Background: an optimization exercise with open tools, aiming at small area and a short achievable clock period. Do not read the settings as production practice. Where RTL was checked, it was by simulation tests only, not by an equivalence proof against the original. Function not checked in run 2: the RTL went through the layout flow alone. Power figures rest on the tool's default switching activity, not on a simulated workload.

## flow/design.v (module list and top-level ports; edited modules follow where they fit)
// module twiddle_gen: 75 lines
// module cmplx_mult_scale: 1954 lines
// module csa_fa: 10 lines
// module csa_ha: 9 lines
// module twiddle_mult: 26 lines
module twiddle_mult
#(
    parameter int DATA_W    = 32,
    parameter int START_CNT = 64
) (
    input  logic              clk,
    input  logic              rst_n,
    input  logic [7:0]        cnt,
    input  logic [DATA_W-1:0] data_in,
    output logic [DATA_W-1:0] data_out
);
  // ...
==> flow/run.sh <==
#!/bin/bash
# synth_recipe.tcl (not shown) runs the flow's synth.tcl, then flattens the netlist and writes it again
# the make line also repeats each setting of config.mk as NAME=value (left out here)
make -C /OpenROAD-flow-scripts/flow DESIGN_CONFIG=/design/flow/config.mk WORK_HOME=/design/flow/orfs CLKGATE_MAP_FILE= SYNTH_SCRIPT=/design/flow/synth_recipe.tcl finish
==> flow/config.mk <==
export PLATFORM = sky130hd
export DESIGN_NAME = twiddle_mult
export DESIGN_NICKNAME = twiddle_mult
export VERILOG_FILES = /design/flow/design.v
export SDC_FILE = /design/flow/constraint.sdc
export NUM_CORES = 4
export LEC_CHECK = 0
export CAP_MARGIN = 20
export CORE_MARGIN = 2
export CORE_UTILIZATION = 40
export SETUP_SLACK_MARGIN = 3
export SLEW_MARGIN = 20
export SYNTH_HIERARCHICAL = 1
export SYNTH_MINIMUM_KEEP_SIZE = 0
export TNS_END_PERCENT = 100
==> flow/constraint.sdc <==
create_clock -name core_clock -period 8.0 [get_ports {clk}]
set_input_delay 1.6000 -clock core_clock [delete_from_list [all_inputs] [get_ports {clk}]]
set_output_delay 1.6000 -clock core_clock [all_outputs]
set_load 0.01 [all_outputs]
==> impl_metrics.json, run 1 <==
{
  "multi_input_area_share_pct": 78.5,
  "met1Wirelength_um": 25100,
  "cts_tree": "yes",
  "setup_violations": 0,
  "cpMaxStageDelayCell": "fa_1",
  "avgSynthCellArea_um2": 9.75,
  "status": "timing/DRC/antenna clean",
  "rr_endpoint": "i_cmplx_mult_scale.re_yq[14]",
  "critical-path-top-delay-family": "adder cells",
  "layout_min_cycle_time_ns": 4.99,
  "cp.required_ns": 8.26,
  "tightest_slew_ns": 1.06,
  "p_sw_mw": 3.39,
  "antennaDiodeCount": 0,
  "drtAntennaViolNets": 0,
  "dieArea_um2": 49200,
  "busiest_layer": "met2",
  "r2r_cells": 11,
  "area_delta_synth_final_pct": 12.4,
  "p_sw_share_pct": 47.9,
  "routed-wl-met2_um": 28700,
  "dpl.hpwl_um": 43600,
  "drtPass1Iterations": 17,
  "powerDensity_nw_per_um2": 332,
  "num_tap_cells": 607,
  "post_drt_wl_per_cell_um": 24.7,
  "hold_ws_ns": 1.66,
  "grt_use_met1_pct": 34.1,
  "r2r_slack_ns": 3.16,
  "cts_setup_buffers": 26,
  "worst_setup_path_start_kind": "primary input",
  "buffers_excl_clock": 183,
  "cap_violations": 0,
  "p_int_mw": 3.69,
  "crit_path_max_fanout": 22,
  "crit_arrival_ns": 5.25,
  "synth_warnings": 8,
  "fin_ws_ns": 3.01,
  "rsz0062_at_grt": "false",
  "crit_start": "data_in[26]",
  "top_layer_used": "met5",
  "wl_met3_um": 6800,
  "drt_iter0_markers": 1595
}
==> module twiddle_gen, before the edit <==
module twiddle_gen (
    input  logic        clk,
    input  logic        rst_n,
    input  logic [7:0]  cnt,
    output logic [5:0]  cr_s1,
    output logic [5:0]  cr_s2,
    output logic [5:0]  cr_ng,
    output logic [5:0]  ci_s1,
    output logic [5:0]  ci_s2,
    output logic [5:0]  ci_ng,
    output logic [5:0]  mci_ng
);
    logic [4:0] pos;
    logic [4:0] idx_d;
    logic [4:0] idx_q;
    assign pos = cnt[4:0];
    always_comb begin
        case (cnt[7:5])
            3'd2: idx_d = pos;
            3'd3: idx_d = {pos[3:0], 1'b0};
            3'd4: idx_d = {pos[2:0], 2'b0};
            3'd5: idx_d = {pos[1:0], 3'b0};
            3'd6: idx_d = {pos[0], 4'b0};
            default: idx_d = 5'd0;
        endcase
    end
    always_ff @(posedge clk) begin
        if (!rst_n) idx_q <= 5'd0;
        else        idx_q <= idx_d;
    end
    logic [31:0] oh;
    assign oh = 32'd1 << idx_q;
    assign cr_s1[0] = |(oh & 32'h516272ea);
    assign cr_s1[1] = |(oh & 32'hf522895e);
    assign cr_s1[2] = |(oh & 32'h778823dc);
    assign cr_s1[3] = |(oh & 32'h354c6558);
    assign cr_s1[4] = |(oh & 32'h078c63c0);
    assign cr_s1[5] = |(oh & 32'hffc007ff);
    assign cr_s2[0] = |(oh & 32'h00880810);
    assign cr_s2[1] = |(oh & 32'h0adc76a0);
    assign cr_s2[2] = |(oh & 32'h00228800);
    assign cr_s2[3] = |(oh & 32'h08929220);
    assign cr_s2[4] = |(oh & 32'h00701c00);
    assign cr_s2[5] = |(oh & 32'h00000000);
    assign cr_ng[0] = |(oh & 32'h41ca58fa);
    assign cr_ng[1] = |(oh & 32'h3f362606);
    assign cr_ng[2] = |(oh & 32'h2780a814);
    assign cr_ng[3] = |(oh & 32'h044a5338);
    assign cr_ng[4] = |(oh & 32'h003c07c0);
    assign cr_ng[5] = |(oh & 32'hffc00000);
    assign ci_s1[0] = |(oh & 32'h8d145162);
    assign ci_s1[1] = |(oh & 32'h895ef522);
    assign ci_s1[2] = |(oh & 32'h23dc7788);
    assign ci_s1[3] = |(oh & 32'h6558354c);
    assign ci_s1[4] = |(oh & 32'h63c0078c);
    assign ci_s1[5] = |(oh & 32'h07ffffc0);
    assign ci_s2[0] = |(oh & 32'h22000088);
    assign ci_s2[1] = |(oh & 32'h76a00adc);
    assign ci_s2[2] = |(oh & 32'h88000022);
    assign ci_s2[3] = |(oh & 32'h92200892);
    assign ci_s2[4] = |(oh & 32'h1c000070);
    assign ci_s2[5] = |(oh & 32'h00000000);
    assign ci_ng[0] = |(oh & 32'ha70441ca);
    assign ci_ng[1] = |(oh & 32'hd9f83f36);
    assign ci_ng[2] = |(oh & 32'h03c82780);
    assign ci_ng[3] = |(oh & 32'ha440044a);
    assign ci_ng[4] = |(oh & 32'h7800003c);
    assign ci_ng[5] = |(oh & 32'h07ffffc0);
    assign mci_ng[0] = |(oh & 32'h08101020);
    assign mci_ng[1] = |(oh & 32'h2606c0c8);
    assign mci_ng[2] = |(oh & 32'ha814502a);
    assign mci_ng[3] = |(oh & 32'h53383994);
    assign mci_ng[4] = |(oh & 32'h07c007c0);
    assign mci_ng[5] = |(oh & 32'h00000000);
endmodule
==> run 2: changes to the inputs <==
--- a/flow/design.v
+++ b/flow/design.v
@@ -19,28 +19,28 @@
     output logic [5:0]  cr_ng,
     output logic [5:0]  ci_s1,
     output logic [5:0]  ci_s2,
     output logic [5:0]  ci_ng,
     output logic [5:0]  mci_ng
 );
     logic [4:0] pos;
     logic [4:0] idx_d;
-    logic [4:0] idx_q;
     assign pos = cnt[4:0];
     always_comb begin
         case (cnt[7:5])
             3'd2: idx_d = pos;
             3'd3: idx_d = {pos[3:0], 1'b0};
             3'd4: idx_d = {pos[2:0], 2'b0};
             3'd5: idx_d = {pos[1:0], 3'b0};
             3'd6: idx_d = {pos[0], 4'b0};
             default: idx_d = 5'd0;
         endcase
     end
+    logic [4:0] idx_q;
     always_ff @(posedge clk) begin
         if (!rst_n) idx_q <= 5'd0;
         else        idx_q <= idx_d;
     end
     logic [31:0] oh;
     assign oh = 32'd1 << idx_q;
     assign cr_s1[0] = |(oh & 32'h516272ea);
     assign cr_s1[1] = |(oh & 32'hf522895e);
@@ -1712,32 +1712,32 @@
     assign im_w78 = (((ci_s1[4] & a[9]) | (ci_s2[4] & a[8])) ^ ci_ng[4]);
     assign im_w79 = (((ci_s1[4] & a[10]) | (ci_s2[4] & a[9])) ^ ci_ng[4]);
     assign im_w80 = (((ci_s1[4] & a[11]) | (ci_s2[4] & a[10])) ^ ci_ng[4]);
     assign im_w81 = (((ci_s1[4] & a[12]) | (ci_s2[4] & a[11])) ^ ci_ng[4]);
     assign im_w82 = (((ci_s1[4] & a[13]) | (ci_s2[4] & a[12])) ^ ci_ng[4]);
     assign im_w83 = (((ci_s1[4] & a[14]) | (ci_s2[4] & a[13])) ^ ci_ng[4]);
     assign im_w84 = (((ci_s1[4] & a[15]) | (ci_s2[4] & a[14])) ^ ci_ng[4]);
     assign im_w85 = ~(((ci_s1[4] & a[15]) | (ci_s2[4] & a[15])) ^ ci_ng[4]);
-    assign im_w86 = (((ci_s1[5] & a[0])) ^ ci_ng[5]);
-    assign im_w87 = (((ci_s1[5] & a[1])) ^ ci_ng[5]);
-    assign im_w88 = (((ci_s1[5] & a[2])) ^ ci_ng[5]);
-    assign im_w89 = (((ci_s1[5] & a[3])) ^ ci_ng[5]);
-    assign im_w90 = (((ci_s1[5] & a[4])) ^ ci_ng[5]);
-    assign im_w91 = (((ci_s1[5] & a[5])) ^ ci_ng[5]);
-    assign im_w92 = (((ci_s1[5] & a[6])) ^ ci_ng[5]);
-    assign im_w93 = (((ci_s1[5] & a[7])) ^ ci_ng[5]);
-    assign im_w94 = (((ci_s1[5] & a[8])) ^ ci_ng[5]);
-    assign im_w95 = (((ci_s1[5] & a[9])) ^ ci_ng[5]);
-    assign im_w96 = (((ci_s1[5] & a[10])) ^ ci_ng[5]);
-    assign im_w97 = (((ci_s1[5] & a[11])) ^ ci_ng[5]);
-    assign im_w98 = (((ci_s1[5] & a[12])) ^ ci_ng[5]);
-    assign im_w99 = (((ci_s1[5] & a[13])) ^ ci_ng[5]);
-    assign im_w100 = (((ci_s1[5] & a[14])) ^ ci_ng[5]);
-    assign im_w101 = (((ci_s1[5] & a[15])) ^ ci_ng[5]);
+    assign im_w86 = ((ci_s1[5] & ~a[0]));
+    assign im_w87 = ((ci_s1[5] & ~a[1]));
+    assign im_w88 = ((ci_s1[5] & ~a[2]));
+    assign im_w89 = ((ci_s1[5] & ~a[3]));
+    assign im_w90 = ((ci_s1[5] & ~a[4]));
+    assign im_w91 = ((ci_s1[5] & ~a[5]));
+    assign im_w92 = ((ci_s1[5] & ~a[6]));
+    assign im_w93 = ((ci_s1[5] & ~a[7]));
+    assign im_w94 = ((ci_s1[5] & ~a[8]));
+    assign im_w95 = ((ci_s1[5] & ~a[9]));
+    assign im_w96 = ((ci_s1[5] & ~a[10]));
+    assign im_w97 = ((ci_s1[5] & ~a[11]));
+    assign im_w98 = ((ci_s1[5] & ~a[12]));
+    assign im_w99 = ((ci_s1[5] & ~a[13]));
+    assign im_w100 = ((ci_s1[5] & ~a[14]));
+    assign im_w101 = ((ci_s1[5] & ~a[15]));
     assign im_w102 = (((cr_s1[0] & b[0])) ^ cr_ng[0]);
     assign im_w103 = (((cr_s1[0] & b[1]) | (cr_s2[0] & b[0])) ^ cr_ng[0]);
     assign im_w104 = (((cr_s1[0] & b[2]) | (cr_s2[0] & b[1])) ^ cr_ng[0]);
     assign im_w105 = (((cr_s1[0] & b[3]) | (cr_s2[0] & b[2])) ^ cr_ng[0]);
     assign im_w106 = (((cr_s1[0] & b[4]) | (cr_s2[0] & b[3])) ^ cr_ng[0]);
     assign im_w107 = (((cr_s1[0] & b[5]) | (cr_s2[0] & b[4])) ^ cr_ng[0]);
     assign im_w108 = (((cr_s1[0] & b[6]) | (cr_s2[0] & b[5])) ^ cr_ng[0]);
     assign im_w109 = (((cr_s1[0] & b[7]) | (cr_s2[0] & b[6])) ^ cr_ng[0]);
==> flow/flow/run.sh (new file) <==
#!/bin/bash
# Standard layout, except that the port buffers are buf_4 cells instead of the
# default choice (a slow delay buffer). Every port still gets its own buffer.
set -euo pipefail
export BUFFER_PORTS_ARGS="-buffer_cell sky130_fd_sc_hd__buf_4"
bash standard.sh finish > standard_finish.log 2>&1
==> flow/standard.sh (new file) <==
#!/bin/bash
# synth_recipe.tcl (not shown) runs the flow's synth.tcl, then flattens the netlist and writes it again
# the make line also repeats each setting of config.mk as NAME=value (left out here)
make -C /OpenROAD-flow-scripts/flow DESIGN_CONFIG=/design/flow/config.mk WORK_HOME=/design/flow/orfs CLKGATE_MAP_FILE= SYNTH_SCRIPT=/design/flow/synth_recipe.tcl "${@:-finish}"
==> flow/config.mk (replaced) <==
export PLATFORM = sky130hd
export DESIGN_NAME = twiddle_mult
export DESIGN_NICKNAME = twiddle_mult
export VERILOG_FILES = /design/flow/design.v
export SDC_FILE = /design/flow/constraint.sdc
export NUM_CORES = 4
export LEC_CHECK = 0
export CAP_MARGIN = 20
export CORE_MARGIN = 2
export CORE_UTILIZATION = 40
export SETUP_SLACK_MARGIN = 3.5
export SLEW_MARGIN = 20
export SYNTH_HIERARCHICAL = 1
export SYNTH_MINIMUM_KEEP_SIZE = 0
export TNS_END_PERCENT = 100
removed: flow/run.sh
==> run 2 against run 1 <==
  * Worst setup slack improved by 0.52 ns
  * Clock skew is essentially flat
  * Design area is 2.5% higher
  * Via count is 2.4% higher
  * Synthesized area rose by 0.57%
  * Critical path depth is 5 higher
  * Synthesized cell count rose by 0.57%
  * Power shrank 1.4%
  * Flip-flop and latch count unchanged
  * Largest cell class unchanged
==> impl_metrics.json, run 2 <==
{
  "clock_path_buffers": 2,
  "cp.required_ns": 8.25,
  "port-buffer-count": 73,
  "dieArea_um2": 49500,
  "path_buf_inv": 4,
  "cap_violations": 0,
  "crit_path_max_fanout": 17,
  "pre_cts_slack_ns": 2.65,
  "min_to": "i_cmplx_mult_scale.live_q",
  "critPathKind": "reg2reg",
  "min_path_cells": 1,
  "fin_nets": 2398,
  "min_from": "rst_n",
  "num_rows": 80,
  "drtAntennaViolNets": 0,
  "setup_violations": 0,
  "ios": 74,
  "critical-path-top-delay-family": "adder cells",
  "die_x_um": 222,
  "max_freq_mhz": 224,
  "avgSynthCellArea_um2": 9.76,
  "area_delta_synth_final_pct": 14.5,
  "path_clk_slew_ns": 0.08,
  "tightest_slew_ns": 0.665,
  "crit_arrival_ns": 4.72,
  "drc": 0,
  "cpMaxStageDelayCell": "fa_1",
  "finalCritPeriodShare_pct": 55.8,
  "rsz0062_at_grt": "true",
  "rr_endpoint": "i_cmplx_mult_scale.im_yq[5]",
  "final_common_cell": "xnor2_1",
  "layout_min_cycle_time_ns": 4.47,
  "syn_inst": 1956,
  "grt_pass1_wl_um": 100000,
  "grt_pass1_vias": 17200,
  "drtPass1Iterations": 5,
  "worstSkewPairLatency_ns": 0.39,
  "worst_path_most_repeated_cell": "fa_1",
  "num_vias": 16100,
  "syn_area_um2": 19100,
  "clock_skew_ns": 0.0149,
  "cp-end-kind": "flop",
  "crit_chain": "buf_12, clkinvlp_4, buf_4, nor3_1, a21oi_1, a21oi_2, buf_12, a22oi_1, xnor2_1, fa_1, fa_1, fa_1, fa_1, fa_1",
  "start_util_pct": 40.2,
  "critPathMaxStageDelay_ns": 0.54,
  "grt_start_max_net_pins": 49,
  "worst_setup_path_start_kind": "flop",
  "hold_viol_final": 0,
  "fin_ws_ns": 3.53,
  "cts_max_level": 3,
  "status": "timing/DRC/antenna clean",
  "die_h_um": 222,
  "drt_iter0_markers": 1844,
  "crit_start": "i_twiddle_gen.idx_q[0]",
  "reg2reg_from": "i_twiddle_gen.idx_q[0]",
  "grt_usage_pct": 26.3,
  "fin_tns_setup_ns": 0,
  "r2r_cells": 14,
  "powerDensity_nw_per_um2": 320,
  "clock_sinks": 88,
  "r2r_slack_ns": 3.53,
  "drv_slew": 0,
  "slew_headroom_pct": 55.7,
  "antenna_found_initial": 3,
  "overflow": 0,
  "clock-root-buffer": "clkbuf_16",
  "dpl.hpwl_um": 43200,
  "via_per_inst": 6.29,
  "cts_tree": "yes",
  "post_drt_wl_per_cell_um": 25.6,
  "ctsHoldBuffers": 0,
  "final_cell_mix": "xnor2_1 (364), fa_1 (319), a22oi_1 (298)",
  "gp_congestion": 0.915,
  "drive_above_1_share_pct": 16.5,
  "hp-class": "in2reg",
  "core-area_um2": 47400,
  "wl_um": 65700,
  "ir_worst_vdd_v": 0.000145,
  "p_leak_nw": 8.24,
  "cts_buffers": 9,
  "synth_warnings": 8
}
run 2: area by class of cell:
class	count	area (µm²)
fill	4536	25600
multi-input combinational	1641	17000
timing repair buffer	187	1970
sequential	88	1780
tap	615	769
clock buffer	9	225
inverter	16	71.3
clock inverter	7	62.6
antenna	2	5.00
run 2: timing repair:
item / 4_1_cts / 5_1_grt
endpoints found under the setup margin: 101 / 59
gates cloned: 3 / 9
resized for setup: 73 / 84
setup buffers: 32 / 27
pin swaps: 12 / 30
run 2: how the worst max path moves through the flow:
stage,end,cells after the start
after CTS,i_cmplx_mult_scale.re_yq[9],11
final,i_cmplx_mult_scale.im_yq[5],14
after floorplan,i_cmplx_mult_scale.re_yq[6],8
after detailed placement,i_cmplx_mult_scale.im_yq[9],13
after global placement,i_cmplx_mult_scale.im_yq[6],12
after global routing,i_cmplx_mult_scale.im_yq[4],14
run 2: routing by layer:
metal / up-vias / part of all wire [%] / GRT usage, %
met2: 933 / 47 / 43.7
met4: 2 / 5.2 / 13.9
met3: 211 / 9.3 / 4.23
met1: 8262 / 38 / 33.0
met5: - / 0.014 / 0
li1: 6735 / - / -
run 2: power breakdown:
group / internal (mW) / switching [mW]
registers: 0.761 / 0.0740
clock network: 0.217 / 0.226
logic: 2.59 / 3.11
total: 3.57 / 3.41
run 2: through the flow:
step / util (%) / power (mW) / cell area [µm²] / hold WS (ns) / cells
final: 46.0 / 6.98 / 21800 / 1.34 / 2565
after global routing: 46.0 / 7.85 / 21800 / 1.35 / 2565
after CTS: 44.4 / 7.00 / 21100 / 1.33 / 2527
after detailed placement: 42.4 / 6.48 / 20100 / 1.68 / 2476
after global placement: 42.3 / 6.33 / 20100 / 1.67 / 2474
after floorplan: - / 4.77 / 19200 / 1.32 / 1965

re-timing with driven ports:
The flow's constraints put no driver on any port. The routed layouts listed below were extracted and timed again, unchanged, in two steps.
Step 1 sets driving cells, clkbuf_16 on the clock port and buf_2 on the other inputs (assumed; they add their load-dependent delay and slew).
Step 2 moves the port delays by t, midway between the first and last clock arrival at a register: inputs arrive t later, outputs are due t later. That takes back most of the time a late clock gives input paths.
a / b / c = no drivers / after step 1 / after step 2; a / b = the first two.
run	shift t [ns]	setup WS [ns]	pins driven straight from the clock port
run 1	0.428	3.014 / 3.047 / 2.618	1
run 2	0.446	3.532 / 3.525 / 3.080	1
After both steps setup and hold are still met in every run listed. The setup slack of run 2, which loses most, moves by -0.007 ns with the drivers and by -0.452 ns with both steps.
